Context: an optimization exercise on an open-source flow, tuned for small area and a short achievable clock period. The choices shown serve that exercise and are no tape-out recipe.
RTL that was checked went through simulation tests only; none was proved equivalent to the original.
Only the layout flow was run in run 3; the RTL was not checked for function there.
Power and IR drop assume default switching activity.

===== design/flow/run.sh =====
#!/bin/bash
# synth_recipe.tcl (not shown) runs the flow's synth.tcl, then flattens the netlist and writes it again
# the make line also repeats each setting of config.mk as NAME=value (left out here)
make -C /OpenROAD-flow-scripts/flow DESIGN_CONFIG=/design/flow/config.mk WORK_HOME=/design/flow/orfs CLKGATE_MAP_FILE= SYNTH_SCRIPT=/design/flow/synth_recipe.tcl finish

===== design/flow/config.mk =====
export PLATFORM = sky130hd
export DESIGN_NAME = fp16_fma_top
export DESIGN_NICKNAME = fp16_fma_top
export VERILOG_FILES = /design/flow/design.v
export SDC_FILE = /design/flow/constraint.sdc
export NUM_CORES = 4
export LEC_CHECK = 0
export ABC_AREA = 1
export CAP_MARGIN = 20
export CORE_MARGIN = 2
export CORE_UTILIZATION = 40
export CTS_CLUSTER_DIAMETER = 100
export CTS_CLUSTER_SIZE = 28
export SETUP_SLACK_MARGIN = 4.6
export SLEW_MARGIN = 20

===== design/flow/constraint.sdc =====
create_clock -name core_clock -period 8.0 [get_ports {clk}]
set_input_delay 1.6000 -clock core_clock [delete_from_list [all_inputs] [get_ports {clk}]]
set_output_delay 1.6000 -clock core_clock [all_outputs]
set_load 0.01 [all_outputs]

===== design/flow/design.v =====
`default_nettype none
package fp16_pkg;
    typedef struct packed {
        logic       sign;
        logic [4:0] exp;         
        logic [9:0] frac;        
    } fp16_t;
    typedef struct packed {
        logic is_nan;
        logic is_inf;
        logic is_zero;
    } fp16_class_t;
endpackage
`default_nettype wire
`default_nettype none
package fma_pkg;
    typedef struct packed {
        logic       sign;
        logic [4:0] exp;
        logic [9:0] frac;
    } fp16_t;
    typedef struct packed {
        logic is_nan;
        logic is_inf;
        logic is_zero;
    } fp16_class_t;
    typedef enum logic [1:0] {PROD_NONE, PROD_NAN, PROD_INF, PROD_ZERO} prod_special_t;
    typedef enum logic [1:0] {SPEC_NAN, SPEC_INF, SPEC_PASS_C} special_kind_t;
    typedef struct packed {
        logic signed [6:0]     exp_sum;      
        logic                  sign;         
        logic [10:0]           sig_a;        
        logic [10:0]           sig_b;
        fp16_class_t           c_class;
        fp16_t                 c;
        prod_special_t         prod_special;
    } unpacked_t;
    typedef struct packed {
        logic signed [6:0] exp;              
        logic              sign;
        logic [47:0]       mag;              
        logic              special;
    } sum_t;
    typedef struct packed {
        logic [30:0]   pad;
        special_kind_t kind;
        logic [4:0]    exp;                  
        logic [9:0]    frac;
    } special_payload_t;
endpackage
`default_nettype wire
`default_nettype none
module fp16_unpack (
    input  logic [9:0]  f,
    output logic [3:0]  lz,
    output logic [9:0]  frac
);
    logic [10:0] sig, s8, s4, s2, s1;
    always_comb begin
        sig   = {1'b0, f};
        lz[3] = ~|sig[10:3];
        s8    = lz[3] ? {sig[2:0], 8'b0} : sig;
        lz[2] = ~|s8[10:7];
        s4    = lz[2] ? {s8[6:0], 4'b0} : s8;
        lz[1] = ~|s4[10:9];
        s2    = lz[1] ? {s4[8:0], 2'b0} : s4;
        lz[0] = ~s2[10];
        s1    = lz[0] ? {s2[9:0], 1'b0} : s2;
        frac  = s1[9:0];
    end
endmodule
`default_nettype wire
module fma_mul_tree (
    input  logic [9:0]  fa,
    input  logic [9:0]  fb,
    output logic [21:0] r0,
    output logic [21:0] r1
);
    logic t1, t2, t3, t4, t5, t6, t7, t8, t9, t10, t11, t12, t13, t14, t15, t16, t17, t18, t19, t20, t21, t22, t23, t24, t25, t26, t27, t28, t29, t30, t31, t32, t33, t34, t35, t36, t37, t38, t39, t40, t41, t42, t43, t44, t45, t46, t47, t48, t49, t50, t51, t52, t53, t54, t55, t56, t57, t58, t59, t60, t61, t62, t63, t64, t65, t66, t67, t68, t69, t70, t71, t72, t73, t74, t75, t76, t77, t78, t79, t80, t81, t82, t83, t84, t85, t86, t87, t88, t89, t90, t91, t92, t93, t94, t95, t96, t97, t98, t99, t100, t101, t102, t103, t104, t105, t106, t107, t108, t109, t110, t111, t112, t113, t114, t115, t116, t117, t118, t119, t120, t121, t122, t123, t124, t125, t126, t127, t128, t129, t130, t131, t132, t133, t134, t135, t136, t137, t138, t139, t140, t141, t142, t143, t144, t145, t146, t147, t148, t149, t150, t151, t152, t153, t154, t155, t156, t157, t158, t159, t160, t161, t162, t163, t164, t165, t166, t167, t168, t169, t170, t171, t172, t173, t174, t175, t176, t177, t178, t179, t180;
    assign {t2, t1} = (fa[0] & fb[9]) + (fa[1] & fb[8]);
    assign {t4, t3} = (fa[1] & fb[9]) + (fa[2] & fb[8]) + (fa[3] & fb[7]);
    assign {t6, t5} = (fa[4] & fb[6]) + (fa[5] & fb[5]);
    assign {t8, t7} = (fa[2] & fb[9]) + (fa[3] & fb[8]) + (fa[4] & fb[7]);
    assign {t10, t9} = (fa[5] & fb[6]) + (fa[6] & fb[5]);
    assign {t12, t11} = (fa[3] & fb[9]) + (fa[4] & fb[8]) + (fa[5] & fb[7]);
    assign {t14, t13} = (fa[0] & fb[6]) + (fa[1] & fb[5]);
    assign {t16, t15} = (fa[0] & fb[7]) + (fa[1] & fb[6]) + (fa[2] & fb[5]);
    assign {t18, t17} = (fa[3] & fb[4]) + (fa[4] & fb[3]);
    assign {t20, t19} = (fa[0] & fb[8]) + (fa[1] & fb[7]) + (fa[2] & fb[6]);
    assign {t22, t21} = (fa[3] & fb[5]) + (fa[4] & fb[4]) + (fa[5] & fb[3]);
    assign {t24, t23} = (fa[6] & fb[2]) + (fa[7] & fb[1]);
    assign {t26, t25} = (fa[2] & fb[7]) + (fa[3] & fb[6]) + (fa[4] & fb[5]);
    assign {t28, t27} = (fa[5] & fb[4]) + (fa[6] & fb[3]) + (fa[7] & fb[2]);
    assign {t30, t29} = (fa[8] & fb[1]) + (fa[9] & fb[0]) + t1;
    assign {t32, t31} = (fa[6] & fb[4]) + (fa[7] & fb[3]) + (fa[8] & fb[2]);
    assign {t34, t33} = (fa[9] & fb[1]) + fa[0] + fb[0];
    assign {t36, t35} = t3 + t5 + t2;
    assign {t38, t37} = (fa[7] & fb[4]) + (fa[8] & fb[3]) + (fa[9] & fb[2]);
    assign {t40, t39} = fa[1] + fb[1] + t7;
    assign {t42, t41} = t9 + t4 + t6;
    assign {t44, t43} = (fa[6] & fb[6]) + (fa[7] & fb[5]) + (fa[8] & fb[4]);
    assign {t46, t45} = (fa[9] & fb[3]) + fa[2] + fb[2];
    assign {t48, t47} = t11 + t8 + t10;
    assign {t50, t49} = (fa[4] & fb[9]) + (fa[5] & fb[8]) + (fa[6] & fb[7]);
    assign {t52, t51} = (fa[7] & fb[6]) + (fa[8] & fb[5]) + (fa[9] & fb[4]);
    assign {t54, t53} = fa[3] + fb[3] + t12;
    assign {t56, t55} = (fa[5] & fb[9]) + (fa[6] & fb[8]) + (fa[7] & fb[7]);
    assign {t58, t57} = (fa[8] & fb[6]) + (fa[9] & fb[5]) + fa[4];
    assign {t60, t59} = (fa[6] & fb[9]) + (fa[7] & fb[8]) + (fa[8] & fb[7]);
    assign {t62, t61} = (fa[0] & fb[4]) + (fa[1] & fb[3]);
    assign {t64, t63} = (fa[0] & fb[5]) + (fa[1] & fb[4]) + (fa[2] & fb[3]);
    assign {t66, t65} = (fa[3] & fb[2]) + (fa[4] & fb[1]);
    assign {t68, t67} = (fa[2] & fb[4]) + (fa[3] & fb[3]) + (fa[4] & fb[2]);
    assign {t70, t69} = (fa[5] & fb[1]) + (fa[6] & fb[0]) + t13;
    assign {t72, t71} = (fa[5] & fb[2]) + (fa[6] & fb[1]) + (fa[7] & fb[0]);
    assign {t74, t73} = t15 + t17 + t14;
    assign {t76, t75} = (fa[8] & fb[0]) + t19 + t21;
    assign {t78, t77} = t23 + t16 + t18;
    assign {t80, t79} = t25 + t27 + t29;
    assign {t82, t81} = t20 + t22 + t24;
    assign {t84, t83} = t31 + t33 + t35;
    assign {t86, t85} = t26 + t28 + t30;
    assign {t88, t87} = t37 + t39 + t41;
    assign {t90, t89} = t32 + t34 + t36;
    assign {t92, t91} = t43 + t45 + t47;
    assign {t94, t93} = t38 + t40 + t42;
    assign {t96, t95} = t49 + t51 + t53;
    assign {t98, t97} = t44 + t46 + t48;
    assign {t100, t99} = fb[4] + t55 + t57;
    assign {t102, t101} = t50 + t52 + t54;
    assign {t104, t103} = (fa[9] & fb[6]) + fa[5] + fb[5];
    assign {t106, t105} = t59 + t56 + t58;
    assign {t108, t107} = (fa[7] & fb[9]) + (fa[8] & fb[8]) + (fa[9] & fb[7]);
    assign {t110, t109} = fa[6] + fb[6] + t60;
    assign {t112, t111} = (fa[8] & fb[9]) + (fa[9] & fb[8]) + fa[7];
    assign {t114, t113} = (fa[0] & fb[3]) + (fa[1] & fb[2]);
    assign {t116, t115} = (fa[2] & fb[2]) + (fa[3] & fb[1]) + (fa[4] & fb[0]);
    assign {t118, t117} = (fa[5] & fb[0]) + t63 + t65;
    assign {t120, t119} = t67 + t69 + t64;
    assign {t122, t121} = t71 + t73 + t68;
    assign {t124, t123} = t75 + t77 + t72;
    assign {t126, t125} = t79 + t81 + t76;
    assign {t128, t127} = t83 + t85 + t80;
    assign {t130, t129} = t87 + t89 + t84;
    assign {t132, t131} = t91 + t93 + t88;
    assign {t134, t133} = t95 + t97 + t92;
    assign {t136, t135} = t99 + t101 + t96;
    assign {t138, t137} = t103 + t105 + t100;
    assign {t140, t139} = t107 + t109 + t104;
    assign {t142, t141} = fb[7] + t111 + t108;
    assign {t144, t143} = (fa[9] & fb[9]) + fa[8] + fb[8];
    assign {t146, t145} = (fa[0] & fb[2]) + (fa[1] & fb[1]);
    assign {t148, t147} = (fa[2] & fb[1]) + (fa[3] & fb[0]) + t113;
    assign {t150, t149} = t61 + t115 + t114;
    assign {t152, t151} = t62 + t117 + t116;
    assign {t154, t153} = t66 + t119 + t118;
    assign {t156, t155} = t70 + t121 + t120;
    assign {t158, t157} = t74 + t123 + t122;
    assign {t160, t159} = t78 + t125 + t124;
    assign {t162, t161} = t82 + t127 + t126;
    assign {t164, t163} = t86 + t129 + t128;
    assign {t166, t165} = t90 + t131 + t130;
    assign {t168, t167} = t94 + t133 + t132;
    assign {t170, t169} = t98 + t135 + t134;
    assign {t172, t171} = t102 + t137 + t136;
    assign {t174, t173} = t106 + t139 + t138;
    assign {t176, t175} = t110 + t141 + t140;
    assign {t178, t177} = t112 + t143 + t142;
    assign {t180, t179} = fa[9] + fb[9] + t144;
    assign r0[0] = (fa[0] & fb[0]);
    assign r1[0] = '0;
    assign r0[1] = (fa[0] & fb[1]);
    assign r1[1] = (fa[1] & fb[0]);
    assign r0[2] = (fa[2] & fb[0]);
    assign r1[2] = t145;
    assign r0[3] = t147;
    assign r1[3] = t146;
    assign r0[4] = t149;
    assign r1[4] = t148;
    assign r0[5] = t151;
    assign r1[5] = t150;
    assign r0[6] = t153;
    assign r1[6] = t152;
    assign r0[7] = t155;
    assign r1[7] = t154;
    assign r0[8] = t157;
    assign r1[8] = t156;
    assign r0[9] = t159;
    assign r1[9] = t158;
    assign r0[10] = t161;
    assign r1[10] = t160;
    assign r0[11] = t163;
    assign r1[11] = t162;
    assign r0[12] = t165;
    assign r1[12] = t164;
    assign r0[13] = t167;
    assign r1[13] = t166;
    assign r0[14] = t169;
    assign r1[14] = t168;
    assign r0[15] = t171;
    assign r1[15] = t170;
    assign r0[16] = t173;
    assign r1[16] = t172;
    assign r0[17] = t175;
    assign r1[17] = t174;
    assign r0[18] = t177;
    assign r1[18] = t176;
    assign r0[19] = t179;
    assign r1[19] = t178;
    assign r0[20] = 1'b1;
    assign r1[20] = t180;
    assign r0[21] = '0;
    assign r1[21] = '0;
endmodule
`default_nettype none
module fma_normalize_pack (
    input  logic [25:0] x,
    output logic [4:0]  lead
);
    always_comb begin
        lead = '0;
        for (int i = 0; i < 26; i++) begin
            if (x[i]) begin
                lead = 5'(i);
            end
        end
    end
endmodule
`default_nettype wire
`timescale 1ns/1ns
`default_nettype none
module fp16_fma_top (
    input  logic        clk,
    input  logic        rst_n,
    input  logic        in_valid,
    input  logic [15:0] a,
    input  logic [15:0] b,
    input  logic [15:0] c,
    output logic [15:0] result,
    output logic        out_valid
);
    logic        a_sub, b_sub, c_sub;
    logic        a_nan, a_inf, a_zero, b_nan, b_inf, b_zero, c_nan, c_inf, c_zero;
    logic        prod_nan, prod_inf, prod_zero;
    logic [3:0]  lz_a, lz_b, lz_c;
    logic [9:0]  fa_s, fb_s, fc_s, fa_n, fb_n, fc_n;
    logic [5:0]  xa, xb, xc;
    fp16_unpack u_na (.f(a[9:0]), .lz(lz_a), .frac(fa_s));
    fp16_unpack u_nb (.f(b[9:0]), .lz(lz_b), .frac(fb_s));
    fp16_unpack u_nc (.f(c[9:0]), .lz(lz_c), .frac(fc_s));
    always_comb begin
        a_sub  = a[14:10] == '0;
        b_sub  = b[14:10] == '0;
        c_sub  = c[14:10] == '0;
        a_nan  = (&a[14:10]) & (|a[9:0]);
        a_inf  = (&a[14:10]) & ~(|a[9:0]);
        a_zero = a_sub & ~(|a[9:0]);
        b_nan  = (&b[14:10]) & (|b[9:0]);
        b_inf  = (&b[14:10]) & ~(|b[9:0]);
        b_zero = b_sub & ~(|b[9:0]);
        c_nan  = (&c[14:10]) & (|c[9:0]);
        c_inf  = (&c[14:10]) & ~(|c[9:0]);
        c_zero = c_sub & ~(|c[9:0]);
        prod_nan  = a_nan | b_nan | (a_inf & b_zero) | (a_zero & b_inf);
        prod_inf  = ~prod_nan & (a_inf | b_inf);
        prod_zero = a_zero | b_zero;
        fa_n = a_sub ? fa_s : a[9:0];
        fb_n = b_sub ? fb_s : b[9:0];
        fc_n = c_sub ? fc_s : c[9:0];
        xa = a_sub ? 6'(6'd1 - 6'(lz_a)) : {1'b0, a[14:10]};
        xb = b_sub ? 6'(6'd1 - 6'(lz_b)) : {1'b0, b[14:10]};
        xc = c_sub ? 6'(6'd1 - 6'(lz_c)) : {1'b0, c[14:10]};
    end
    logic [9:0]  s2_fa, s2_fb, s2_fc;
    logic [5:0]  s2_xa, s2_xb, s2_xc;
    logic        s2_cz, s2_sp, s2_sc, s2_nan, s2_inf, s2_pc;
    always_ff @(posedge clk) begin
        s2_fa  <= fa_n;
        s2_fb  <= fb_n;
        s2_fc  <= fc_n;
        s2_xa  <= xa;
        s2_xb  <= xb;
        s2_xc  <= xc;
        s2_cz  <= c_zero;
        s2_sp  <= a[15] ^ b[15];
        s2_sc  <= c[15];
        s2_nan <= prod_nan | c_nan | (prod_inf & c_inf & (a[15] ^ b[15] ^ c[15]));
        s2_inf <= prod_inf;
        s2_pc  <= c_inf | prod_zero;
    end
    logic [21:0] t_r0, t_r1;
    logic [7:0]  d;
    fma_mul_tree u_tree (.fa(s2_fa), .fb(s2_fb), .r0(t_r0), .r1(t_r1));
    always_comb begin
        d = 8'(signed'(s2_xa)) + 8'(signed'(s2_xb)) - 8'd14 - 8'(signed'(s2_xc));
    end
    logic [21:0] s3_r0, s3_r1;
    logic [9:0]  s3_fc;
    logic [7:0]  s3_d;
    logic [5:0]  s3_xc;
    logic        s3_cz, s3_sp, s3_sc, s3_nan, s3_inf, s3_pc;
    always_ff @(posedge clk) begin
        s3_r0  <= t_r0;
        s3_r1  <= t_r1;
        s3_fc  <= s2_fc;
        s3_d   <= d;
        s3_xc  <= s2_xc;
        s3_cz  <= s2_cz;
        s3_sp  <= s2_sp;
        s3_sc  <= s2_sc;
        s3_nan <= s2_nan;
        s3_inf <= s2_inf;
        s3_pc  <= s2_pc;
    end
    logic [21:0] prod;
    always_comb begin
        prod = s3_r0 + s3_r1;
    end
    logic [21:0] s4_prod;
    logic [9:0]  s4_fc;
    logic [7:0]  s4_d;
    logic [5:0]  s4_xc;
    logic        s4_cz, s4_sp, s4_sc, s4_nan, s4_inf, s4_pc;
    always_ff @(posedge clk) begin
        s4_prod <= prod;
        s4_fc   <= s3_fc;
        s4_d    <= s3_d;
        s4_xc   <= s3_xc;
        s4_cz   <= s3_cz;
        s4_sp   <= s3_sp;
        s4_sc   <= s3_sc;
        s4_nan  <= s3_nan;
        s4_inf  <= s3_inf;
        s4_pc   <= s3_pc;
    end
    logic signed [7:0] sd;
    logic [7:0]        ad;
    logic [4:0]        shc, sidx, shamt;
    logic [6:0]        lp, lc;
    logic              p21, mant_ge, pb, st_en;
    logic [9:0]        pm;
    always_comb begin
        sd      = signed'(s4_d);
        p21     = s4_prod[21];
        pm      = p21 ? s4_prod[20:11] : s4_prod[19:10];
        mant_ge = pm >= s4_fc;
        pb      = ~s4_pc & (s4_cz | (sd > 8'sd1) | ((sd == 8'sd1) & (p21 | mant_ge)) |
                            ((sd == 8'sd0) & p21 & mant_ge));
        ad      = (sd >= 1) ? 8'(sd + 8'sd1) : 8'(8'sd1 - sd);
        shc     = (ad > 8'd25) ? 5'd25 : ad[4:0];
        sidx    = (ad > 8'd25) ? 5'd22 : 5'(ad[4:0] - 5'd3);
        shamt   = (sd == 8'sd1) ? {2'b0, pb, 1'b0} : shc;
        st_en   = p21 ? (((sd >= 8'sd2) & (sd <= 8'sd46)) | ((sd <= -8'sd2) & (sd >= -8'sd46)))
                      : (((sd >= 8'sd2) & (sd <= 8'sd47)) | ((sd <= -8'sd2) & (sd >= -8'sd45)));
        lc      = 7'd24 - 7'(signed'(s4_xc));
        lp      = lc - 7'(s4_d);
    end
    logic [21:0] s5_prod;
    logic [9:0]  s5_fc;
    logic [4:0]  s5_shamt, s5_sidx;
    logic        s5_pb, s5_st_en, s5_cz, s5_pc;
    logic [6:0]  s5_e;
    logic        s5_sign, s5_sub, s5_nan, s5_inf;
    always_ff @(posedge clk) begin
        s5_prod  <= s4_prod;
        s5_fc    <= s4_fc;
        s5_shamt <= shamt;
        s5_sidx  <= sidx;
        s5_pb    <= pb;
        s5_st_en <= st_en;
        s5_cz    <= s4_cz;
        s5_pc    <= s4_pc;
        s5_e     <= pb ? lp : lc;
        s5_sign  <= (s4_inf | pb) ? s4_sp : s4_sc;
        s5_sub   <= ~s4_pc & (s4_sp ^ s4_sc);
        s5_nan   <= s4_nan;
        s5_inf   <= s4_inf;
    end
    logic [21:0] c_frame, big;
    logic [22:0] sml;
    logic [22:0] po;
    logic [24:0] s_win;
    logic        sticky;
    always_comb begin
        c_frame = s5_cz ? 22'b0 : {1'b1, s5_fc, 11'b0};
        big     = s5_pb ? s5_prod : c_frame;
        if (s5_pc) begin
            sml = '0;
        end else if (s5_pb) begin
            sml = {c_frame, 1'b0};
        end else begin
            sml = {s5_prod, 1'b0};
        end
        s_win  = {sml, 2'b0} >> s5_shamt;
        po[0]  = sml[0];
        for (int k = 1; k < 23; k++) begin
            po[k] = po[k-1] | sml[k];
        end
        sticky = s5_st_en & po[s5_sidx];
    end
    logic [21:0] s6_big;
    logic [25:0] s6_small;
    logic [6:0]  s6_e;
    logic        s6_sign, s6_sub, s6_nan, s6_inf;
    always_ff @(posedge clk) begin
        s6_big   <= big;
        s6_small <= {s_win, sticky} ^ {26{s5_sub}};
        s6_e     <= s5_e;
        s6_sign  <= s5_sign;
        s6_sub   <= s5_sub;
        s6_nan   <= s5_nan;
        s6_inf   <= s5_inf;
    end
    logic [25:0] fsum;
    always_comb begin
        fsum = {1'b0, s6_big, 3'b0} + s6_small + 26'(s6_sub);
    end
    logic [25:0] s7_f;
    logic [6:0]  s7_e;
    logic        s7_sign, s7_sub, s7_nan, s7_inf;
    always_ff @(posedge clk) begin
        s7_f    <= fsum;
        s7_e    <= s6_e;
        s7_sign <= s6_sign;
        s7_sub  <= s6_sub;
        s7_nan  <= s6_nan;
        s7_inf  <= s6_inf;
    end
    logic [4:0]        lead;
    logic signed [7:0] en;
    logic signed [7:0] sube, lim_sub;
    logic [25:0]       above_sub, from_ovf;
    logic              ovf, subn, fzero;
    logic [5:0]        nsh;
    logic [4:0]        exp_r;
    fma_normalize_pack u_lead (.x(s7_f), .lead(lead));
    always_comb begin
        lim_sub = signed'(s7_e) + 8'sd0;
        for (int i = 0; i < 26; i++) begin
            above_sub[i] = signed'(8'(i)) > lim_sub;
            from_ovf[i]  = signed'(8'(i - 31)) >= lim_sub;
        end
        subn  = ~|(s7_f & above_sub);
        ovf   = |(s7_f & from_ovf);
        en    = signed'(8'(lead) - 8'(signed'(s7_e)));
        fzero = s7_f == '0;
        sube  = lim_sub + 8'sd1;
        nsh   = subn ? ((sube > 8'sd36) ? 6'd36 : sube[5:0]) : 6'(lead);
        exp_r = (subn | fzero) ? 5'd0 : en[4:0];
    end
    logic [25:0] s8_f;
    logic [5:0]  s8_nsh;
    logic [4:0]  s8_exp;
    logic        s8_sign, s8_ovf, s8_nan;
    always_ff @(posedge clk) begin
        s8_f    <= s7_f;
        s8_nsh  <= nsh;
        s8_exp  <= exp_r;
        s8_sign <= s7_inf ? s7_sign : (s7_sign & ~(fzero & s7_sub));
        s8_ovf  <= s7_inf | (ovf & ~fzero);
        s8_nan  <= s7_nan;
    end
    logic [35:0] win;
    logic [15:0] packed_res;
    always_comb begin
        win = {s8_f, 10'b0} >> s8_nsh;
        if (s8_nan) begin
            packed_res = 16'h7e00;
        end else if (s8_ovf) begin
            packed_res = {s8_sign, 5'h1f, 10'b0};
        end else begin
            packed_res = {s8_sign, s8_exp, win[9:0]};
        end
    end
    always_ff @(posedge clk) begin
        result <= packed_res;
    end
    logic [7:0] vld;
    always_ff @(posedge clk or negedge rst_n) begin
        if (!rst_n) begin
            vld <= '0;
        end else begin
            vld <= {vld[6:0], in_valid};
        end
    end
    assign out_valid = vld[7];
endmodule
`default_nettype wire

==> impl_metrics.yaml, run 1 <==
layout:
  antenna_cells: 0
  stdcell_area_mm2: 0.0236
  n_fill_cell: 5105
  layout.nets: 3043
  area_growth_pct: 12.3
  drive_above_1_share_pct: 7.73
power_and_ir_drop:
  switching_share_pct: 45.1
  p_per_area_mw_per_mm2: 350
  clockPowerShare_pct: 14.2
  internal_power_mw: 4.53
  peakVddDrop_mv: 0.153
  p_leak_nw: 11.6
  pwr-share-comb_pct: 47.9
  switchingPower_mw: 3.72
  power_frac_seq_pct: 37.9
drt:
  drt-initial-drc-count: 1124
  dr_total_vias: 17500
  drt_wl_total_mm: 55.9
  routedWlPerCell_um: 16.0
  via_per_inst: 5.02
  drtAntennaViolNets: 0
  drc_errors: 0
  firstDrtPassIters: 6
worst_setup_path:
  crit_chain: "clkdlybuf4s50_1, inv_2, nand3_2, inv_4, nand2_4, o21ai_2, inv_1, nand4_1, inv_2, nand2_1, nand2_2, nor2_4, buf_4, nand3_1, o21ai_2, nand2_1, o211ai_1"
  critPathArrivalTime_ns: 3.77
  critPathKind: "in -> reg"
  crit_required_ns: 8.46
  worstPathBufferInverterCount: 6
  r2r_slack_ns: 4.70
  cp_top_family: "buffers and inverters"
  cp_max_fo: 6
  worst-r2r-cell-count: 9
  slowest_stage: "clkdlybuf4s50_1"
  start_kind: "primary input"
  cp-end-kind: "flip-flop"
  cpPeakStageDelay_ns: 0.41
  r2r-end: "s3_r0[12]"
  r2r-start: "s2_fb[7]"
logic_synthesis:
  synth_edf_count: 0
  synth_cells: 2731
  synthAdderAreaFrac_pct: 14.8
  syn-num-nets: 2976
  yosysTopAreaCell: "dfxtp_1"
  synth_compound_area_share_pct: 14.4
  synth_flop_cell: "dfxtp_1"
  syn-mean-instance-area_um2: 7.68
  syn_area_mm2: 0.0210
  yosys.area.top_type_share_pct: 36.8
  synth_xor_area_share_pct: 3.84
  synth_top_family_by_area: "simple AND/OR/NAND/NOR gates"
  muxShareOfSynthArea_pct: 0.388
  ys_types: 65
  synthArstFlopShare_pct: 2.04
  synthTopCellsByCount: "631 x nand2_1, 417 x inv_1, 385 x dfxtp_1"
  yosys_register_bits: 393
  ys_warn_count: 3
  synth.most_common_cell: "nand2_1"
  ys_seq_area_share_pct: 37.7
  netlist_top_cells_area: "dfxtp_1 37%, nand2_1 11%, fa_1 8.5%"
  synthSimpleGateAreaFrac_pct: 19.0
sta:
  max_freq_mhz: 301
  hold_slack_ns: 0.327
  slew-limit-headroom_pct: 44.2
  rsz0062_at_grt: "yes"
  fin_worst_skew_ns: 0.0220
  finalHoldViolations: 0
  fin_ws_ns: 4.68
  setup_viol: 0
  fin_setup_tns_ns: 0
  min_period_ns: 3.32
  final.period_utilization_pct: 41.5
  worstMarginPinSlew_ns: 0.836
  maxSlewViolCount: 0
placement:
  portBuffers: 67
  dp_hpwl_mm: 44.1
  place_worst_setup_slack_ns: 3.42
  place.gp.congestion: 0.901
  placed_cell_area_mm2: 0.0222
floorplan:
  fp.dieW_um: 233
  dieArea_mm2: 0.0543
  io_pins: 68
  std_cell_rows: 83
  initial_utilization_pct: 40.6
  core_mm2: 0.0516
  die_h_um: 233
clocking:
  cts_tree: "done"
  cts-buffers-inserted: 20
  ctsRootBufferMaster: "clkbuf_16"
  clkSinkCount: 393
  clk_latency_ns: 0.55
  clk_pin_slew_ns: 0.10
  htreeDepth: 1
  cts.path.max_buffers: 3
hold_path:
  holdPathStages: 0
  holdPathEnd: "s5_prod[0]"
  min_path_type: "reg -> reg"
  hp-start: "s4_prod[0]"
grt:
  grt_usage_pct: 20.8
  grt_antenna_before_repair: 0
  grt_pass1_vias: 17000
  gr-total-overflow: 0
  grt_max_degree: 35
  grt_pass1_wl_mm: 90.1
flow_run:
  maxCapViolations: 0
outcome:
  status: "no timing/DRC/antenna violations"
## registers in the layout (all words and copies together) (netlist names), 16 cells and up
name,cells
s5_prod,22
result,16
s4_prod,22
s8_f,26
s7_f,26
s6_big,22
s3_r0,20
s3_r1,20
s6_small,26
## timing repair
action                     CTS  global route
gates resized for setup     38            77
buffers inserted            15            36
hold buffers                 0             0
gates cloned                 2             0
setup endpoints to repair   44            45
pin swaps                    9            32
## cells by family after synthesis
kind of cell	count (synthesis)
flops	393
compound gates	529
mux	8
fa+ha+maj	194
xor+xnor	92
buf+inv	548
simple gates	967
## how the worst max path moves through the flow
stage | startpoint | end | cells past startpoint
floorplan | a[4] | s2_xa[3] | 15
global placement | b[9] | s2_xb[3] | 15
detailed placement | b[9] | s2_xb[3] | 15
CTS | b[5] | s2_xb[3] | 15
global route | a[4] | s2_xa[3] | 17
finish | a[7] | s2_fa[4] | 17
## cell type report
class / count / area, µm² / share of cell area (%)
multi-input cells: 1791 / 11200 / 47.7
clock inverters: 7 / 108 / 0.457
clock buffers: 23 / 533 / 2.26
well taps: 680 / 851 / 3.61
inverters: 468 / 1780 / 7.56
repair inverters: 1 / 7.51 / 0.0319
repair buffers: 123 / 1090 / 4.64
flip-flops and latches: 393 / 7950 / 33.7
## metrics by stage
step / instances / utilization [%] / power [mW]
2_1_floorplan: 2731 / - / 5.89
3_3_place_gp: 3403 / 43.1 / 7.00
3_5_place_dp: 3403 / 43.1 / 7.03
4_1_cts: 3450 / 44.7 / 8.23
5_1_grt: 3486 / 45.6 / 9.02
6_report: 3486 / 45.6 / 8.25
## worst reg2reg max path, cell delays in order (launching register included)
cell and delay [ns]:
dfxtp_4 0.39, nand2_1 0.08, inv_1 0.06, fa_1 0.51
fa_1 0.54, inv_1 0.06, fa_1 0.53, inv_1 0.06
fa_2 0.57, fa_1 0.40
## layer usage
| layer | vias to the layer above | routed length [µm] | global-route usage, % |
|---|---|---|---|
| li1 | 8822 | - | - |
| met5 | - | 0 | 0 |
| met4 | 0 | 1300 | 5.45 |
| met1 | 8203 | 25100 | 27.7 |
| met2 | 406 | 26900 | 35.9 |
| met3 | 74 | 2520 | 1.91 |
## power groups by stage
stage               Sequential, mW  Combinational [mW]  Clock [mW]
floorplan                     2.84                3.05           0
global placement              3.18                3.82           0
detailed placement            3.18                3.85           0
CTS                           3.14                3.88        1.22
global route                  3.20                4.53        1.29
finish                        3.13                3.95        1.17
## layout by cell type (no fill, tap or decap), types with 53 or more instances in the layout
cell type / instances
buf_4: 53
nand3_1: 100
fa_1: 87
o21ai_1: 105
nor2_1: 153
ha_1: 104
inv_1: 410
o21ai_0: 150
xor2_1: 66
dfxtp_1: 371
nand2_1: 626
a21oi_1: 119
==> run 2, diff against run 1 <==
--- a/design/flow/config.mk
+++ b/design/flow/config.mk
@@ -11,5 +11,5 @@
 export CORE_UTILIZATION = 40
 export CTS_CLUSTER_DIAMETER = 100
 export CTS_CLUSTER_SIZE = 28
-export SETUP_SLACK_MARGIN = 4.6
+export SETUP_SLACK_MARGIN = 5.0
 export SLEW_MARGIN = 20
==> run 2 against run 1 <==
  * Still clean on timing, DRC and antenna
  * Die area unchanged
  * First-iteration DRC count shrank 0.71%
  * Critical path depth decreased by 8
  * Critical path type is now reg -> reg
==> impl_metrics.yaml, run 2 <==
placement:
  place_worst_setup_slack_ns: 3.67
  portBuffers: 67
  placed_cell_area_mm2: 0.0224
  dp_hpwl_mm: 43.2
  place.gp.congestion: 0.896
clocking:
  ctsRootBufferMaster: "clkbuf_16"
  cts-buffers-inserted: 19
  cts_tree: "done"
  clkSinkCount: 393
  htreeDepth: 1
  clk_pin_slew_ns: 0.10
  cts.path.max_buffers: 3
  clk_latency_ns: 0.57
floorplan:
  io_pins: 68
  dieArea_mm2: 0.0543
  die_h_um: 233
  fp.dieW_um: 233
  initial_utilization_pct: 40.6
  core_mm2: 0.0516
  std_cell_rows: 83
sta:
  setup_viol: 0
  slew-limit-headroom_pct: 43.0
  maxSlewViolCount: 0
  hold_slack_ns: 0.316
  final.period_utilization_pct: 39.5
  fin_ws_ns: 4.84
  min_period_ns: 3.16
  finalHoldViolations: 0
  fin_worst_skew_ns: 0.0326
  max_freq_mhz: 316
  worstMarginPinSlew_ns: 0.854
  fin_setup_tns_ns: 0
  rsz0062_at_grt: "yes"
outcome:
  status: "no timing/DRC/antenna violations"
grt:
  grt_usage_pct: 20.7
  grt_antenna_before_repair: 0
  grt_pass1_vias: 17300
  grt_max_degree: 35
  grt_pass1_wl_mm: 90.2
  gr-total-overflow: 0
logic_synthesis:
  synthTopCellsByCount: "631 x nand2_1, 417 x inv_1, 385 x dfxtp_1"
  ys_types: 65
  synth_cells: 2731
  muxShareOfSynthArea_pct: 0.388
  synth_edf_count: 0
  synth_top_family_by_area: "simple AND/OR/NAND/NOR gates"
  syn_area_mm2: 0.0210
  synthSimpleGateAreaFrac_pct: 19.0
  ys_seq_area_share_pct: 37.7
  synth_flop_cell: "dfxtp_1"
  synthAdderAreaFrac_pct: 14.8
  synth.most_common_cell: "nand2_1"
  yosysTopAreaCell: "dfxtp_1"
  synthArstFlopShare_pct: 2.04
  syn-num-nets: 2976
  syn-mean-instance-area_um2: 7.68
  synth_xor_area_share_pct: 3.84
  yosys_register_bits: 393
  ys_warn_count: 3
  netlist_top_cells_area: "dfxtp_1 37%, nand2_1 11%, fa_1 8.5%"
  yosys.area.top_type_share_pct: 36.8
  synth_compound_area_share_pct: 14.4
worst_setup_path:
  crit_chain: "nand2_1, inv_1, fa_1, fa_1, inv_1, fa_1, inv_2, fa_2, fa_2"
  cp_common_cell: "fa_1"
  cp-end-kind: "flip-flop"
  path_depth: 9
  worstPathBufferInverterCount: 3
  critPathKind: "reg -> reg"
  worst-r2r-cell-count: 9
  cp_top_family: "adder cells"
  start_kind: "flip-flop"
  cp_max_fo: 5
  critPathArrivalTime_ns: 3.59
  crit_required_ns: 8.43
  slowest_stage: "fa_1"
  cpPeakStageDelay_ns: 0.55
layout:
  stdcell_area_mm2: 0.0244
  layout.nets: 3104
  top_regs: "s6_small: 26 flops, s7_f: 26 flops, s8_f: 26 flops"
  area_growth_pct: 16.5
  mostFrequentLayoutCell: "nand2_1"
  final_cell_mix: "604 x nand2_1, 386 x inv_1, 361 x dfxtp_1"
  drive_above_1_share_pct: 13.7
  antenna_cells: 0
power_and_ir_drop:
  peakVddDrop_mv: 0.144
  finalPower_mw: 8.27
  p_per_area_mw_per_mm2: 339
  p_leak_nw: 11.9
flow_run:
  maxCapViolations: 0
drt:
  drt_wl_total_mm: 55.9
  routedWlPerCell_um: 15.8
  drtAntennaViolNets: 0
  firstDrtPassIters: 8
  dr_total_vias: 17600
  via_per_inst: 4.97
  drc_errors: 0
  drt-initial-drc-count: 1116
hold_path:
  holdPathStages: 0
  min_path_type: "reg -> reg"
[run 2: kinds of logic (layout without fill, tap and decap cells)]
kind of cell | after synthesis | after routing
and+or+nand+nor | 967 | 967
muxes | 8 | 8
AOI/OAI and AO/OA | 529 | 529
adders and majority gates | 194 | 194
DFF | 393 | 393
buffers and inverters | 548 | 683
xor gates and xnor gates | 92 | 92
[run 2: final cells by class]
class                           instances  area [µm²]
Timing Repair inverter                  2        12.5
Clock buffer                           21         493
Inverter                              468        1850
Multi-Input combinational cell       1790       11600
Tap cell                              680         851
Timing Repair Buffer                  185        1600
Clock inverter                          7        75.1
Fill cell                            5081       27200
Sequential cell                       393        7970
[run 2: what timing repair did]
item	in CTS	in global routing
gates cloned	1	1
hold buffers	0	0
buffers inserted	75	37
pin swaps	55	70
gates resized for setup	185	163
setup endpoints to repair	85	64
hold endpoints to repair	0	0
[run 2: metrics by stage]
step | util (%) | cells
6_report | 47.3 | 3546
4_1_cts | 46.1 | 3508
2_1_floorplan | - | 2731
3_5_place_dp | 43.5 | 3404
5_1_grt | 47.3 | 3546
3_3_place_gp | 43.5 | 3404
[run 2: path summary, 6_finish.rpt]
check | startpoint | endpoint | slack (ns)
max reg2reg | s2_fb[9] | s3_r0[11] | 4.84
min | s2_cz | s3_cz | 0.32
min in group asynchronous | rst_n | vld[0] | 1.30
max in group asynchronous | rst_n | vld[7] | 6.44
min reg2reg | s2_cz | s3_cz | 0.32
max | s2_fb[9] | s3_r0[11] | 4.84
[run 2: per-layer routing]
layer	global-route usage (%)	share of wire (%)	vias up
li1	-	-	8935
met1	27.9	46	8203
met2	34.9	47	409
met3	2.70	5.0	73
met4	5.39	2.5	0
met5	0	0	-
[run 2: power by group]
group	switching (mW)	internal (mW)	leakage [nW]
Sequential	0.541	2.58	3.32
Combinational	2.54	1.51	8.33
Clock	0.639	0.462	0.280
Total	3.72	4.55	11.9
==> run 3, diff against run 2 <==
--- a/design/flow/design.v
+++ b/design/flow/design.v
@@ -227,6 +227,40 @@
     end
 endmodule
 `default_nettype wire
+`default_nettype none
+module fma_add_bk #(
+    parameter int W = 8
+) (
+    input  logic [W-1:0] a,
+    input  logic [W-1:0] b,
+    input  logic         cin,
+    output logic [W-1:0] sum
+);
+    logic [W-1:0] p0, g, p;
+    always_comb begin
+        p0 = a ^ b;
+        g  = a & b;
+        p  = p0;
+        g[0] = g[0] | (p[0] & cin);
+        for (int l = 0; (1 << l) < W; l++) begin
+            for (int i = (2 << l) - 1; i < W; i += (2 << l)) begin
+                g[i] = g[i] | (p[i] & g[i - (1 << l)]);
+                p[i] = p[i] & p[i - (1 << l)];
+            end
+        end
+        for (int l = $clog2(W) - 2; l >= 0; l--) begin
+            for (int i = (3 << l) - 1; i < W; i += (2 << l)) begin
+                g[i] = g[i] | (p[i] & g[i - (1 << l)]);
+                p[i] = p[i] & p[i - (1 << l)];
+            end
+        end
+        sum[0] = p0[0] ^ cin;
+        for (int i = 1; i < W; i++) begin
+            sum[i] = p0[i] ^ g[i-1];
+        end
+    end
+endmodule
+`default_nettype wire
 `timescale 1ns/1ns
 `default_nettype none
 module fp16_fma_top (
@@ -313,9 +347,7 @@
         s3_pc  <= s2_pc;
     end
     logic [21:0] prod;
-    always_comb begin
-        prod = s3_r0 + s3_r1;
-    end
+    fma_add_bk #(.W(22)) u_cpa (.a(s3_r0), .b(s3_r1), .cin(1'b0), .sum(prod));
     logic [21:0] s4_prod;
     logic [9:0]  s4_fc;
     logic [7:0]  s4_d;
@@ -412,9 +444,7 @@
         s6_inf   <= s5_inf;
     end
     logic [25:0] fsum;
-    always_comb begin
-        fsum = {1'b0, s6_big, 3'b0} + s6_small + 26'(s6_sub);
-    end
+    fma_add_bk #(.W(26)) u_add (.a({1'b0, s6_big, 3'b0}), .b(s6_small), .cin(s6_sub), .sum(fsum));
     logic [25:0] s7_f;
     logic [6:0]  s7_e;
     logic        s7_sign, s7_sub, s7_nan, s7_inf;
--- a/design/flow/config.mk
+++ b/design/flow/config.mk
@@ -11,5 +11,5 @@
 export CORE_UTILIZATION = 40
 export CTS_CLUSTER_DIAMETER = 100
 export CTS_CLUSTER_SIZE = 28
-export SETUP_SLACK_MARGIN = 5.0
+export SETUP_SLACK_MARGIN = 4.8
 export SLEW_MARGIN = 20
==> run 3 against run 2 <==
  * Register-to-register slack lost 0.02 ns
  * First-iteration DRC count shrank 14%
  * Sequential share of layout area grew 1.1 points
  * Cell count shrank 3.5%
  * Wire length shrank 5.8%
  * Power shrank 3.7%
  * Clock power is essentially flat
  * Final area shrank 3.3%
  * Clock skew shrank 0.015 ns
  * Combinational power shrank 7.9%
==> impl_metrics.yaml, run 3 <==
layout:
  drive_above_1_share_pct: 9.70
  n_fill_cell: 5103
  top_regs: "s6_small: 26 flops, s7_f: 26 flops, s8_f: 26 flops"
  layout.nets: 3002
  area_growth_pct: 13.6
  final_cell_mix: "595 x nand2_1, 418 x inv_1, 364 x dfxtp_1"
  fin_util_pct: 46.0
  antenna_cells: 0
  mostFrequentLayoutCell: "nand2_1"
floorplan:
  initial_utilization_pct: 40.5
  io_pins: 68
  std_cell_rows: 83
  die_h_um: 232
  fp.dieW_um: 232
  dieArea_mm2: 0.0538
  core_mm2: 0.0513
logic_synthesis:
  synth_xor_area_share_pct: 3.16
  synthSimpleGateAreaFrac_pct: 18.4
  synth_top_family_by_area: "simple AND/OR/NAND/NOR gates"
  yosysTopAreaCell: "dfxtp_1"
  syn_area_mm2: 0.0208
  synth_edf_count: 0
  syn-num-nets: 2917
  ys_warn_count: 5
  synthTopCellsByCount: "603 x nand2_1, 460 x inv_1, 385 x dfxtp_1"
  syn-mean-instance-area_um2: 7.84
  yosys_register_bits: 393
  synth_cells: 2652
  netlist_top_cells_area: "dfxtp_1 37%, nand2_1 11%, fa_1 10%"
  muxShareOfSynthArea_pct: 0.433
  ys_seq_area_share_pct: 38.0
  synthArstFlopShare_pct: 2.04
  synth_flop_cell: "dfxtp_1"
  synth_compound_area_share_pct: 12.9
  synthAdderAreaFrac_pct: 16.8
  yosys.area.top_type_share_pct: 37.1
  synth.most_common_cell: "nand2_1"
  ys_types: 62
worst_setup_path:
  cp-end-kind: "flip-flop"
  crit_required_ns: 8.42
  critPathKind: "reg -> reg"
  critPathArrivalTime_ns: 3.60
  start_kind: "flip-flop"
  cp_max_fo: 5
outcome:
  status: "no timing/DRC/antenna violations"
clocking:
  htreeDepth: 1
  clk_pin_slew_ns: 0.10
  cts_tree: "done"
  cts-buffers-inserted: 19
  ctsRootBufferMaster: "clkbuf_16"
  cts_hold_buf: 0
  clkSinkCount: 393
  clk_latency_ns: 0.55
  cts.path.max_buffers: 3
placement:
  place.gp.congestion: 0.966
  dp_hpwl_mm: 41.1
  portBuffers: 67
drt:
  drc_errors: 0
  dr_total_vias: 16900
  top_layer: "met4"
  drt-met1-wl_mm: 21.8
  firstDrtPassIters: 5
  drt-initial-drc-count: 956
  via_per_inst: 4.95
  met2_length_mm: 26.9
  drt_wl_total_mm: 52.6
  drtAntennaViolNets: 0
  wl_met3_mm: 2.10
  routedWlPerCell_um: 15.4
grt:
  grt_max_degree: 35
  grt_pass1_vias: 16700
  grt_antenna_before_repair: 0
  gr-total-overflow: 0
  grt_pass1_wl_mm: 85.2
  grt_usage_pct: 19.6
hold_path:
  min_path_type: "reg -> reg"
sta:
  fin_worst_skew_ns: 0.0181
  fin_setup_tns_ns: 0
  min_period_ns: 3.18
  slew-limit-headroom_pct: 45.1
  setup_viol: 0
  final.period_utilization_pct: 39.8
  max_freq_mhz: 314
  rsz0062_at_grt: "yes"
  maxSlewViolCount: 0
  finalHoldViolations: 0
  worstMarginPinSlew_ns: 0.816
power_and_ir_drop:
  p_leak_nw: 11.6
  peakVddDrop_mv: 0.144
  p_per_area_mw_per_mm2: 337
flow_run:
  maxCapViolations: 0
==> run 3: critical path: stages (launching register included) <==
cell     delay [ns]
dfxtp_4        0.40
nand2_2        0.07
inv_2          0.04
fa_2           0.41
fa_1           0.59
inv_2          0.05
fa_1           0.53
inv_1          0.05
fa_2           0.53
fa_1           0.40
==> run 3: cells by family after synthesis <==
kind of cell,after synthesis
flops,393
simple gates,929
xor+xnor,75
fa+ha+maj,214
buf+inv,563
mux,9
compound gates,469
==> run 3: report_power, final <==
part	switching (mW)	internal (mW)	total [mW]
Clock	0.633	0.461	1.09
Combinational	2.33	1.39	3.73
Sequential	0.547	2.60	3.15
==> run 3: what timing repair did <==
action                     in CTS  in global routing
pin swaps                      31                 51
gates cloned                    2                  1
buffers inserted               52                 21
setup endpoints to repair      60                 60
hold endpoints to repair        0                  0
gates resized for setup       107                 90
==> run 3: metrics by stage <==
stage	area (µm²)	power [mW]	setup slack, ns	hold slack (ns)	std cells
floorplan	20900	5.71	4.74	0.310	2652
global route	23600	8.74	4.58	0.342	3423
CTS	23300	7.94	4.76	0.335	3401
detailed placement	22100	6.78	3.48	0.312	3320
finish	23600	7.97	4.82	0.334	3423
global placement	22100	6.73	3.53	0.310	3320
==> run 3: per-layer routing <==
metal  up-vias  global-route usage [%]
li1       8514                       -
met2       408                    36.6
met4         0                    7.57
met1      7909                    22.8
met5         -                       0
met3       102                    2.19
==> run 3: cell type report <==
cell class              count  area (µm²)  area share (%)
clock buffers              21         493            2.09
clock inverters             6        65.1           0.276
inverters                 477        1850            7.83
multi-input cells        1697       11100            46.8
flip-flops and latches    393        7970            33.7
well taps                 680         851            3.60
repair buffers            147        1320            5.61
repair inverters            2        12.5          0.0530
==> run 3: final timing paths <==
check / startpoint / slack [ns] / cells after the start / end
worst max-delay path: s2_fb[9] / 4.82 / 9 / s3_r0[11]
worst min register to register: s6_e[3] / 0.33 / 0 / s7_e[3]
max in group asynchronous: rst_n / 6.42 / 1 / vld[7]
worst min-delay path: s6_e[3] / 0.33 / 0 / s7_e[3]
min in group asynchronous: rst_n / 1.33 / 1 / vld[4]
worst max register to register: s2_fb[9] / 4.82 / 9 / s3_r0[11]
==> run 4, diff against run 3 <==
--- a/design/flow/design.v
+++ b/design/flow/design.v
@@ -248,7 +248,7 @@
                 p[i] = p[i] & p[i - (1 << l)];
             end
         end
-        for (int l = $clog2(W) - 2; l >= 0; l--) begin
+        for (int l = 4; l >= 0; l--) begin                   
             for (int i = (3 << l) - 1; i < W; i += (2 << l)) begin
                 g[i] = g[i] | (p[i] & g[i - (1 << l)]);
                 p[i] = p[i] & p[i - (1 << l)];
--- a/design/flow/config.mk
+++ b/design/flow/config.mk
@@ -8,8 +8,9 @@
 export ABC_AREA = 1
 export CAP_MARGIN = 20
 export CORE_MARGIN = 2
-export CORE_UTILIZATION = 40
+export CORE_UTILIZATION = 60
 export CTS_CLUSTER_DIAMETER = 100
 export CTS_CLUSTER_SIZE = 28
+export PLACE_DENSITY = 0.7
 export SETUP_SLACK_MARGIN = 4.8
 export SLEW_MARGIN = 20
==> run 4 against run 3 <==
  * Still clean on timing, DRC and antenna
  * Fmax decreased by 1.2%
  * Clock skew increased by 0.015 ns
  * Via count increased by 2.9%
  * Combinational power about the same
  * Final area decreased by 0.84%
  * Hold slack got worse by 0.018 ns
  * Critical path depth unchanged
  * Flip-flop and latch count unchanged
  * Largest power group unchanged
==> impl_metrics.yaml, run 4 <==
outcome:
  status: "no timing/DRC/antenna violations"
flow_run:
  maxCapViolations: 0
layout:
  mostFrequentLayoutCell: "nand2_1"
  area_growth_pct: 12.6
  final_cell_mix: "595 x nand2_1, 423 x inv_1, 365 x dfxtp_1"
  layout.nets: 3014
  register_area_mm2: 0.00797
  final_cell_count_no_fill: 3208
  antenna_cells: 0
  multiInputGateArea_mm2: 0.0111
  drive_above_1_share_pct: 10.2
  n_fill_cell: 2812
  top_regs: "s6_small: 26 flops, s7_f: 26 flops, s8_f: 26 flops"
placement:
  place.gp.congestion: 1.01
  dp_hpwl_mm: 40.9
  placed_cells: 3092
  portBuffers: 67
drt:
  drc_errors: 0
  drtAntennaViolNets: 0
  dr_total_vias: 17400
  drt-initial-drc-count: 1079
  drt_wl_total_mm: 53.7
  routedWlPerCell_um: 16.7
  via_per_inst: 5.43
  firstDrtPassIters: 5
sta:
  final.period_utilization_pct: 40.3
  fin_setup_tns_ns: 0
  slew-limit-headroom_pct: 42.4
  finalHoldViolations: 0
  max_freq_mhz: 310
  rsz0062_at_grt: "yes"
  worstMarginPinSlew_ns: 0.856
  min_period_ns: 3.22
  fin_worst_skew_ns: 0.0334
  maxSlewViolCount: 0
  setup_viol: 0
clocking:
  htreeDepth: 1
  ctsRootBufferMaster: "clkbuf_16"
  cts_tree: "done"
  cts.path.max_buffers: 3
  clk_latency_ns: 0.55
  clkSinkCount: 393
  cts_hold_buf: 0
  clk_pin_slew_ns: 0.11
  cts-buffers-inserted: 18
worst_setup_path:
  start_kind: "flip-flop"
  cp_common_cell: "fa_1"
  cp_max_fo: 7
  slowest_stage: "fa_1"
  crit_required_ns: 8.44
  worstPathBufferInverterCount: 3
  critPathKind: "reg -> reg"
  critPathArrivalTime_ns: 3.66
  cpPeakStageDelay_ns: 0.54
  cp-end-kind: "flip-flop"
  crit_chain: "nand2_1, inv_1, fa_1, fa_1, inv_1, fa_1, inv_1, fa_2, fa_1"
  cp_top_family: "adder cells"
logic_synthesis:
  yosys_register_bits: 393
  synthArstFlopShare_pct: 2.04
  ys_seq_area_share_pct: 38.0
  ys_warn_count: 5
  synthTopCellsByCount: "603 x nand2_1, 460 x inv_1, 385 x dfxtp_1"
  synth_cells: 2652
  yosys.area.top_type_share_pct: 37.1
  synth_flop_cell: "dfxtp_1"
  ys_types: 62
  netlist_top_cells_area: "dfxtp_1 37%, nand2_1 11%, fa_1 10%"
  synth.most_common_cell: "nand2_1"
  yosysTopAreaCell: "dfxtp_1"
  syn-mean-instance-area_um2: 7.84
  synth_edf_count: 0
  syn-num-nets: 2917
  syn_area_mm2: 0.0208
power_and_ir_drop:
  peakVddDrop_mv: 0.271
  power_frac_seq_pct: 39.9
  p_per_area_mw_per_mm2: 341
  p_leak_nw: 11.7
  switching_share_pct: 44.4
  switchingPower_mw: 3.55
  internal_power_mw: 4.44
  pwr-share-comb_pct: 46.9
  clockPowerShare_pct: 13.2
grt:
  grt_pass1_wl_mm: 85.4
  grt_antenna_before_repair: 0
  gr-total-overflow: 0
  grt_max_degree: 35
  grt_usage_pct: 29.6
  grt_pass1_vias: 17000
hold_path:
  min_path_type: "reg -> reg"
floorplan:
  initial_utilization_pct: 60.5
  die_h_um: 190
  fp.dieW_um: 190
  dieArea_mm2: 0.0362
  std_cell_rows: 68
  core_mm2: 0.0344
  io_pins: 68
-- run 4: cell counts after synthesis --
Identical to the previous run, type by type.
-- run 4: final timing paths --
check / end / start / slack (ns) / depth (start not counted)
max: s3_r0[10] / s2_fb[7] / 4.78 / 9
min: s5_prod[8] / s4_prod[8] / 0.32 / 0
max reg2reg: s3_r0[10] / s2_fb[7] / 4.78 / 9
min reg2reg: s5_prod[8] / s4_prod[8] / 0.32 / 0
max in group asynchronous: vld[0] / rst_n / 6.39 / 1
min in group asynchronous: vld[1] / rst_n / 1.35 / 1
-- run 4: power by group through the flow --
stage / Combinational [mW] / Clock [mW] / Sequential, mW
floorplan: 2.81 / 0 / 2.90
global placement: 3.44 / 0 / 3.19
detailed placement: 3.56 / 0 / 3.21
CTS: 3.64 / 1.08 / 3.17
global route: 4.28 / 1.15 / 3.24
finish: 3.75 / 1.06 / 3.18
-- run 4: through the flow --
step | hold slack (ns) | util (%) | setup slack (ns) | power [mW] | cell area (µm²)
4_1_cts | 0.321 | 66.8 | 4.80 | 7.88 | 23000
3_5_place_dp | 0.312 | 63.4 | 3.53 | 6.77 | 21800
3_3_place_gp | 0.310 | 63.4 | 3.54 | 6.63 | 21800
5_1_grt | 0.333 | 68.1 | 4.50 | 8.67 | 23400
2_1_floorplan | 0.310 | - | 4.74 | 5.71 | 20900
6_report | 0.316 | 68.1 | 4.78 | 7.99 | 23400
-- run 4: repair_timing --
| item | 4_1_cts | 5_1_grt |
|---|---|---|
| pin swaps | 36 | 45 |
| setup endpoints to repair | 68 | 72 |
| gates resized for setup | 126 | 100 |
| buffers inserted | 51 | 37 |
| gates cloned | 4 | 0 |
-- run 4: cell type report --
class	count	area share, %
multi-input cells	1698	47.6
flip-flops and latches	393	34.0
inverters	477	7.87
repair buffers	159	5.79
well taps	455	2.43
clock buffers	20	2.05
clock inverters	4	0.182
repair inverters	2	0.0534
-- run 4: per-layer routing --
layer,track usage (%),vias to the layer above,wire [µm]
met1,33.1,8073,20500
met4,15.3,0,3020
met3,3.14,181,2590
li1,-,8552,-
met2,55.5,615,27700
met5,0,-,0
-- run 4: logic make-up (layout without fill, tap and decap cells) --
family                   after synthesis  count (layout)  synth area share, %
buffers and inverters                563             662                 10.3
AO/OA/AOI/OAI                        469             470                 12.9
flip-flops                           393             393                 38.0
AND/OR/NAND/NOR                      929             930                 18.4
multiplexers                           9               9                0.433
adder cells (fa/ha/maj)              214             214                 16.8
XOR/XNOR                              75              75                 3.16
==> run 5, diff against run 4 <==
--- a/design/flow/config.mk
+++ b/design/flow/config.mk
@@ -8,9 +8,8 @@
 export ABC_AREA = 1
 export CAP_MARGIN = 20
 export CORE_MARGIN = 2
-export CORE_UTILIZATION = 60
+export CORE_UTILIZATION = 40
 export CTS_CLUSTER_DIAMETER = 100
 export CTS_CLUSTER_SIZE = 28
-export PLACE_DENSITY = 0.7
-export SETUP_SLACK_MARGIN = 4.8
+export SETUP_SLACK_MARGIN = 4.9
 export SLEW_MARGIN = 20
==> run 5 against run 4 <==
  * Core utilization decreased by 21 points
  * Still clean on timing, DRC and antenna
  * Power increased by 1.4%
  * Synthesized cell count unchanged
  * Area after synthesis unchanged
  * Sequential power decreased by 1%
  * Setup slack improved by 0.022 ns
==> impl_metrics.yaml, run 5 <==
placement:
  place.gp.congestion: 0.989
  placed_cells: 3320
  dp_hpwl_mm: 41.7
  placed_cell_area_mm2: 0.0221
  portBuffers: 67
drt:
  drtAntennaViolNets: 0
  routedWlPerCell_um: 15.7
  dr_total_vias: 17000
  drt_wl_total_mm: 54.0
  via_per_inst: 4.94
  drc_errors: 0
  drt-initial-drc-count: 965
  firstDrtPassIters: 5
sta:
  min_period_ns: 3.20
  slew-limit-headroom_pct: 45.0
  worstMarginPinSlew_ns: 0.818
  setup_viol: 0
  maxSlewViolCount: 0
  max_freq_mhz: 312
  rsz0062_at_grt: "yes"
  finalHoldViolations: 0
  hold_slack_ns: 0.324
  fin_setup_tns_ns: 0
  final.period_utilization_pct: 40.0
  fin_worst_skew_ns: 0.0315
worst_setup_path:
  crit_chain: "buf_6, nand2_2, inv_2, fa_2, fa_1, inv_2, fa_1, inv_1, fa_1, fa_2"
  start_kind: "flip-flop"
  critPathArrivalTime_ns: 3.63
  critPathKind: "reg -> reg"
  worstPathBufferInverterCount: 4
  cp-end-kind: "flip-flop"
  cp_max_fo: 4
  cp_common_cell: "fa_1"
  slowest_stage: "fa_1"
  cpPeakStageDelay_ns: 0.51
  crit_required_ns: 8.43
  cp_top_family: "adder cells"
logic_synthesis:
  yosys.area.top_type_share_pct: 37.1
  synth_compound_area_share_pct: 12.9
  ys_warn_count: 5
  synth_xor_area_share_pct: 3.16
  yosys_register_bits: 393
  netlist_top_cells_area: "dfxtp_1 37%, nand2_1 11%, fa_1 10%"
  synth_flop_cell: "dfxtp_1"
  synthSimpleGateAreaFrac_pct: 18.4
  yosysTopAreaCell: "dfxtp_1"
  synth.most_common_cell: "nand2_1"
  synth_edf_count: 0
  muxShareOfSynthArea_pct: 0.433
  synthAdderAreaFrac_pct: 16.8
  ys_seq_area_share_pct: 38.0
  syn_area_mm2: 0.0208
  synth_cells: 2652
  synthTopCellsByCount: "603 x nand2_1, 460 x inv_1, 385 x dfxtp_1"
  syn-num-nets: 2917
  ys_types: 62
  synth_top_family_by_area: "simple AND/OR/NAND/NOR gates"
  synthArstFlopShare_pct: 2.04
  syn-mean-instance-area_um2: 7.84
clocking:
  clk_latency_ns: 0.56
  htreeDepth: 1
  ctsRootBufferMaster: "clkbuf_16"
  cts-buffers-inserted: 20
  cts.path.max_buffers: 3
  clkSinkCount: 393
  cts_hold_buf: 0
  cts_tree: "done"
  clk_pin_slew_ns: 0.10
layout:
  area_growth_pct: 15.5
  mostFrequentLayoutCell: "nand2_1"
  final_cell_mix: "590 x nand2_1, 415 x inv_1, 361 x dfxtp_1"
  antenna_cells: 0
  top_regs: "s6_small: 26 flops, s7_f: 26 flops, s8_f: 26 flops"
  drive_above_1_share_pct: 12.0
  final_cell_count_no_fill: 3447
  layout.nets: 3024
  stdcell_area_mm2: 0.0240
power_and_ir_drop:
  p_per_area_mw_per_mm2: 337
  p_leak_nw: 11.8
  peakVddDrop_mv: 0.163
floorplan:
  io_pins: 68
  dieArea_mm2: 0.0538
  initial_utilization_pct: 40.5
  fp.dieW_um: 232
  std_cell_rows: 83
  core_mm2: 0.0513
  die_h_um: 232
grt:
  grt_pass1_wl_mm: 86.3
  grt_max_degree: 35
  grt_pass1_vias: 16800
  grt_antenna_before_repair: 0
  gr-total-overflow: 0
  grt_usage_pct: 19.9
flow_run:
  maxCapViolations: 0
hold_path:
  min_path_type: "reg -> reg"
outcome:
  status: "no timing/DRC/antenna violations"
run 5: cell counts after synthesis:
Identical to the previous run, type by type.
run 5: area by class of cell:
class                   count  area [µm²]
repair inverters            3        20.0
inverters                 477        1850
flip-flops and latches    393        7970
repair buffers            167        1460
clock buffers              22         529
multi-input cells        1697       11200
well taps                 680         851
clock inverters             8         126
fillers                  5075       27300
run 5: metrics by stage:
step	util (%)	power [mW]	setup slack [ns]
floorplan	-	5.71	4.78
global placement	43.1	6.74	3.63
detailed placement	43.1	6.80	3.70
CTS	45.7	8.08	4.81
global route	46.8	8.86	4.70
finish	46.8	8.10	4.80
run 5: layer usage:
layer,global-route usage [%],part of all wire (%),vias to the layer above
li1,-,-,8563
met1,23.3,41,7966
met2,37.7,52,409
met3,1.62,3.8,104
met4,7.13,3.6,0
met5,0,0,-
run 5: what timing repair did:
| action | CTS | global route |
|---|---|---|
| setup endpoints to repair | 71 | 66 |
| resized for setup | 141 | 149 |
| pin swaps | 43 | 56 |
| gates cloned | 3 | 1 |
| buffers inserted | 53 | 40 |
run 5: path summary, 6_finish.rpt:
path	from	endpoint	slack [ns]	depth (start not counted)
max	s2_fa[3]	s3_r0[10]	4.80	10
min	s3_r0[0]	s4_prod[0]	0.32	0
max reg2reg	s2_fa[3]	s3_r0[10]	4.80	10
min reg2reg	s3_r0[0]	s4_prod[0]	0.32	0
max in group asynchronous	rst_n	vld[4]	6.44	1
min in group asynchronous	rst_n	vld[1]	1.32	1
run 5: logic make-up (layout without fill, tap and decap cells):
kind of cell | Yosys count | after routing
AOI/OAI and AO/OA | 469 | 469
xor gates and xnor gates | 75 | 75
adders and majority gates | 214 | 214
buffers and inverters | 563 | 677
DFF | 393 | 393
muxes | 9 | 9
and+or+nand+nor | 929 | 930
run 5: power by group:
group | internal [mW] | total (mW) | switching (mW)
logic | 1.40 | 3.76 | 2.36
registers | 2.60 | 3.14 | 0.543
clock network | 0.535 | 1.20 | 0.662
total | 4.54 | 8.10 | 3.56
==> run 6, diff against run 5 <==
--- a/design/flow/config.mk
+++ b/design/flow/config.mk
@@ -11,5 +11,5 @@
 export CORE_UTILIZATION = 40
 export CTS_CLUSTER_DIAMETER = 100
 export CTS_CLUSTER_SIZE = 28
-export SETUP_SLACK_MARGIN = 4.9
+export SETUP_SLACK_MARGIN = 4.8
 export SLEW_MARGIN = 20
==> run 6 against run 5 <==
  * Largest cell class unchanged
  * Register-to-register slack gained 0.02 ns
  * Fmax rose by 0.55%
  * Setup slack improved by 0.017 ns
  * Final area is 1.7% lower
  * Via count down 0.64%
  * Wire length decreased by 2.5%
  * Clock power decreased by 9%
==> impl_metrics.yaml, run 6 <==
sta:
  rsz0062_at_grt: "yes"
  min_period_ns: 3.18
  slew-limit-headroom_pct: 45.1
  worstMarginPinSlew_ns: 0.816
  fin_setup_tns_ns: 0
  hold_slack_ns: 0.334
  maxSlewViolCount: 0
  fin_worst_skew_ns: 0.0181
  finalHoldViolations: 0
  final.period_utilization_pct: 39.8
  fin_ws_ns: 4.82
  setup_viol: 0
  max_freq_mhz: 314
layout:
  mostFrequentLayoutCell: "nand2_1"
  antenna_cells: 0
  top_regs: "s6_small: 26 flops, s7_f: 26 flops, s8_f: 26 flops"
  area_growth_pct: 13.6
  final_cell_count_no_fill: 3423
  stdcell_area_mm2: 0.0236
  drive_above_1_share_pct: 9.70
  final_cell_mix: "595 x nand2_1, 418 x inv_1, 364 x dfxtp_1"
  layout.nets: 3002
  fin_util_pct: 46.0
logic_synthesis:
  yosys.area.top_type_share_pct: 37.1
  ys_warn_count: 5
  synth_edf_count: 0
  synth_cells: 2652
  syn_area_mm2: 0.0208
  syn-mean-instance-area_um2: 7.84
  synthTopCellsByCount: "603 x nand2_1, 460 x inv_1, 385 x dfxtp_1"
  netlist_top_cells_area: "dfxtp_1 37%, nand2_1 11%, fa_1 10%"
  synth.most_common_cell: "nand2_1"
  ys_types: 62
  synth_flop_cell: "dfxtp_1"
  synthArstFlopShare_pct: 2.04
  yosys_register_bits: 393
  yosysTopAreaCell: "dfxtp_1"
  ys_seq_area_share_pct: 38.0
  syn-num-nets: 2917
floorplan:
  core_mm2: 0.0513
  dieArea_mm2: 0.0538
  initial_utilization_pct: 40.5
  die_h_um: 232
  io_pins: 68
  std_cell_rows: 83
  fp.dieW_um: 232
placement:
  placed_cell_area_mm2: 0.0221
  placed_cells: 3320
  portBuffers: 67
  place_worst_setup_slack_ns: 3.48
  place.gp.congestion: 0.966
  dp_hpwl_mm: 41.1
clocking:
  clk_latency_ns: 0.55
  ctsRootBufferMaster: "clkbuf_16"
  cts.path.max_buffers: 3
  clk_pin_slew_ns: 0.10
  clkSinkCount: 393
  cts_hold_buf: 0
  cts-buffers-inserted: 19
  cts_tree: "done"
  htreeDepth: 1
power_and_ir_drop:
  finalPower_mw: 7.97
  p_per_area_mw_per_mm2: 337
  p_leak_nw: 11.6
  peakVddDrop_mv: 0.144
drt:
  drt_wl_total_mm: 52.6
  routedWlPerCell_um: 15.4
  drc_errors: 0
  firstDrtPassIters: 5
  drt-initial-drc-count: 956
  drtAntennaViolNets: 0
  via_per_inst: 4.95
  dr_total_vias: 16900
worst_setup_path:
  r2r-start: "s2_fb[9]"
  critPathArrivalTime_ns: 3.60
  cp_max_fo: 5
  start_kind: "flip-flop"
  critPathKind: "reg -> reg"
  cp-end-kind: "flip-flop"
  crit_required_ns: 8.42
  worst-r2r-cell-count: 9
  startpoint: "s2_fb[9]"
flow_run:
  maxCapViolations: 0
hold_path:
  holdPathStages: 0
  hp-start: "s6_e[3]"
  min_path_type: "reg -> reg"
outcome:
  status: "no timing/DRC/antenna violations"
grt:
  grt_usage_pct: 19.6
  grt_pass1_vias: 16700
  gr-total-overflow: 0
  grt_pass1_wl_mm: 85.2
  grt_antenna_before_repair: 0
  grt_max_degree: 35
-- run 6: changes by cell type in the layout (fill, tap and decap cells not counted), moves of 8 or more --
| cell | change |
|---|---|
| a21oi_2 | -8 |
| buf_4 | -20 |
| o21ai_0 | +27 |
| o21ai_1 | -16 |
| o21ai_2 | -8 |
-- run 6: final timing paths --
path	end	slack, ns
max	s3_r0[11]	4.82
min	s7_e[3]	0.33
max reg2reg	s3_r0[11]	4.82
min reg2reg	s7_e[3]	0.33
max in group asynchronous	vld[7]	6.42
min in group asynchronous	vld[4]	1.33
-- run 6: logic make-up after synthesis --
logic type	Yosys count	share of synthesized area [%]
muxes	9	0.433
xor gates and xnor gates	75	3.16
buffers and inverters	563	10.3
adders and majority gates	214	16.8
DFF	393	38.0
and+or+nand+nor	929	18.4
AOI/OAI and AO/OA	469	12.9
-- run 6: per-layer routing --
layer  up-vias  track usage (%)  share of wire, %
met5         -                0                 0
met2       408             36.6                51
met1      7909             22.8                41
li1       8514                -                 -
met3       102             2.19               4.0
met4         0             7.57               3.6
-- run 6: power breakdown --
group,switching [mW],internal [mW]
clock,0.633,0.461
combinational,2.33,1.39
sequential,0.547,2.60
-- run 6: critical path: stages (launching register included) --
cell and delay, ns:
dfxtp_4 0.40, nand2_2 0.07, inv_2 0.04, fa_2 0.41, fa_1 0.59, inv_2 0.05
fa_1 0.53, inv_1 0.05, fa_2 0.53, fa_1 0.40
-- run 6: layout make-up --
class | count | area [µm²]
sequential | 393 | 7970
clock buffer | 21 | 493
multi-input combinational | 1697 | 11100
tap | 680 | 851
timing repair buffer | 147 | 1320
timing repair inverter | 2 | 12.5
clock inverter | 6 | 65.1
inverter | 477 | 1850
fill | 5103 | 27700
-- run 6: timing repair --
item                       in CTS  in global routing
gates cloned                    2                  1
pin swaps                      31                 51
setup endpoints to repair      60                 60
gates resized for setup       107                 90
buffers inserted               52                 21

-- separate check: timing with driven ports --
Ports are ideal in the flow. The routed layouts listed here were re-timed in OpenROAD. Step 1 sets driving cells, clkbuf_16 on the clock port and buf_2 on the other inputs (assumed; they add their load-dependent delay and slew). Step 2, shift: input delay + t, output delay - t, t = (earliest + latest rising clock arrival at the registers) / 2. This alone moves slack from input paths to output paths. a / b / c = no drivers / after step 1 / after step 2; a / b = the first two.
run | shift t [ns] | slack for setup (ns) | worst setup path after step 2 | worst data-port slew with drivers (ns)
run 1 | 0.603 | 4.682 / 4.689 / 4.085 | input to register | 0.06
run 2 | 0.611 | 4.839 / 4.839 / 4.314 | input to register | 0.06
run 3 | 0.600 | 4.816 / 4.816 / 4.288 | input to register | 0.04
run 4 | 0.589 | 4.776 / 4.776 / 4.299 | input to register | 0.04
run 5 | 0.603 | 4.798 / 4.798 / 4.354 | input to register | 0.05
run 6 | 0.600 | 4.816 / 4.816 / 4.288 | input to register | 0.04
After both steps every run listed still meets setup and hold. For run 1, which loses most, drivers alone change the setup slack by +0.007 ns; drivers and shift together by -0.597 ns.
